Context: an optimization exercise on an open-source flow, tuned for small area, a short achievable clock period and few clock cycles per item. The choices shown serve that exercise and are no tape-out recipe.
Function was checked by simulation only, so behaviour that the tests miss may differ from the original.
Power is estimated from default activity; no workload was simulated.

Design cakeField, start of the top module:
module cakeField
(
	input logic update,
	input logic rst,
	input logic step,
	input logic pixelReq,
	input logic [9:0] pixelX,
	input logic [9:0] pixelY,
	output logic pixelAck,
	output logic hitReq,
	output logic [23:0] hitMask,
	input logic hitAck
);
For scale: roughly 830 cells after synthesis, about 7400 um^2 of cells after synthesis.
clock: 4.5 ns
lec_check: 0
cap_margin: 20
core_margin: 2
core_utilization: 40
cts_buf_list: sky130_fd_sc_hd__clkbuf_4 sky130_fd_sc_hd__clkbuf_8
setup_slack_margin: 2.1
slew_margin: 20
standard.sh (not shown) runs the stock make flow with config.mk's settings and CLKGATE_MAP_FILE= SYNTH_SCRIPT=/design/flow/synth_recipe.tcl, a recipe that flattens the netlist after the stock synthesis.
==> flow/flow/run.sh <==
#!/bin/bash
# Own layout flow: the standard flow, with the port buffers made from
# plain buffers (the standard flow picks a slow delay cell for them) and
# with the resizer free to swap a cell for one of another footprint.
# Synthesis is the standard one except that it leaves adders to ABC
# instead of mapping them to the library's full/half adder cells
# (ADDER_MAP_FILE empty); registers and their names are unchanged.
set -euo pipefail
bash standard.sh ADDER_MAP_FILE= synth > synth.log 2>&1
bash standard.sh \
	ADDER_MAP_FILE= \
	"BUFFER_PORTS_ARGS=-buffer_cell sky130_fd_sc_hd__buf_2" \
	MATCH_CELL_FOOTPRINT=0 \
	finish > layout.log 2>&1
The first run completed without violations.
Testbench counts at the start, summed over its fixed seeds: cycles 7,096, queries 3,072.
Then changed:
- SETUP_SLACK_MARGIN: 2.1 -> 2.2
Result:
- total power climbs by 0.39%
- non-clock buffer count climbs by 3
- routed wire length climbs by 1.1%
- first-iteration DRC count climbs by 11%
- design area climbs by 0.81%
- via count climbs by 0.74%
- sequential power hardly moves
- combinational power climbs by about 2%
- utilization climbs by 0.37 points


Another version of the RTL of cakeField (not shown whole).
Size in the first run: ~870 cells after synthesis, about 51 I/O pins.
==> flow/config.mk <==
export PLATFORM = sky130hd
export DESIGN_NAME = cakeField
export DESIGN_NICKNAME = cakeField
export VERILOG_FILES = /design/flow/design.v
export SDC_FILE = /design/flow/constraint.sdc
export NUM_CORES = 4
export LEC_CHECK = 0
export CAP_MARGIN = 20
export CORE_MARGIN = 2
export CORE_UTILIZATION = 40
export CTS_BUF_LIST = sky130_fd_sc_hd__clkbuf_4 sky130_fd_sc_hd__clkbuf_8
export SETUP_SLACK_MARGIN = 2.35
export SLEW_MARGIN = 20
==> flow/constraint.sdc <==
create_clock -name core_clock -period 4.5 [get_ports {update}]
set_input_delay 0.9000 -clock core_clock [delete_from_list [all_inputs] [get_ports {update}]]
set_output_delay 0.9000 -clock core_clock [all_outputs]
set_load 0.01 [all_outputs]
Scripts as last shown in full above: flow/flow/run.sh
Testbench counts at the start, summed over its fixed seeds: cycles 7,096, queries 3,072.
Next try:
SETUP_SLACK_MARGIN = 2.5   (was 2.35)
After rerunning: Clock power climbs by about 4%. Sequential share of layout area drops by 1.3 points. Area after synthesis does not change. Final area climbs by 3.9%. Wire length climbs by 2.2%. Total power climbs by 3.0%. Count of clock-buffer cells in the layout climbs by 3.
Next try:
CAP_MARGIN = 5   (was 20)
SETUP_SLACK_MARGIN = 2.35   (was 2.5)
SLEW_MARGIN = 5   (was 20)
The new run finished with timing, DRC and antenna clean.
Total power came out lower by a few percent.
Die area does not change.
Cell area came out lower by a few percent.
Critical path depth is unchanged.


RTL: one of the versions met above, not the one the previous note started from.
For scale: ~830 cells after synthesis, ~130 flip-flops, ~51 I/O pins, about 7400 µm² of cells after synthesis.
// cakeField
module cakeField
(
	input logic update,
	input logic rst,
	input logic step,
	input logic pixelReq,
	input logic [9:0] pixelX,
	input logic [9:0] pixelY,
	output logic pixelAck,
	output logic hitReq,
	output logic [23:0] hitMask,
	input logic hitAck
);
Settings: LEC_CHECK=0, CAP_MARGIN=20, CORE_MARGIN=2, CORE_UTILIZATION=50, CTS_BUF_LIST=sky130_fd_sc_hd__clkbuf_4 sky130_fd_sc_hd__clkbuf_8, SETUP_SLACK_MARGIN=2.2, SLEW_MARGIN=20; clock period 4.5 ns.
Scripts as last shown in full above: flow/flow/run.sh
The first run finished with timing, DRC and antenna clean.
Testbench counts at the start, summed over its fixed seeds: cycles 7,096, queries 3,072.
Change:
CORE_UTILIZATION = 40   (was 50)
SETUP_SLACK_MARGIN = 2.4   (was 2.2)
The changed run went through all stages and came out clean.
Clock-buffer cell count shrinks by 4.
Sequential power hardly moves.
Worst setup slack gets worse by 0.0081 ns.

## port drivers added, routing unchanged
No port has a modelled driver above. Below, the same layouts with a new extraction and two added sets of constraints. Step 1 sets driving cells, clkbuf_16 on the clock port and buf_2 on the other inputs (assumed; they add their load-dependent delay and slew). Step 2 also shifts input and output timing later by t, the mid clock arrival at the registers, as if the neighbouring blocks saw the same clock. Slacks: ideal ports / drivers / drivers and shift; pairs: ideal ports / drivers.
run	shift t [ns]	setup slack, ns	latest minus earliest clock arrival (ns)	slew at the worst register clock pin (ns)	pins driven straight from the clock port
the first run of note 1	0.477	2.154 / 2.154 / 1.850	0.013 / 0.013	0.08 / 0.08	1
the second run of note 1	0.481	2.242 / 2.242 / 1.902	0.013 / 0.013	0.08 / 0.08	1
the first run of note 2	0.480	2.460 / 2.460 / 2.016	0.013 / 0.013	0.08 / 0.08	1
the second run of note 2	0.494	2.505 / 2.505 / 2.082	0.012 / 0.012	0.08 / 0.08	1
the third run of note 2	0.480	2.460 / 2.460 / 2.035	0.013 / 0.013	0.08 / 0.08	1
the first run of note 3	0.481	2.205 / 2.205 / 1.920	0.012 / 0.013	0.08 / 0.08	1
the second run of note 3	0.498	2.197 / 2.197 / 2.078	0.009 / 0.010	0.08 / 0.08	1
After both steps setup and hold are still met in every run listed. For the first run of note 2, which loses most, drivers alone change the setup slack by 0.000 ns; drivers and shift together by -0.444 ns.
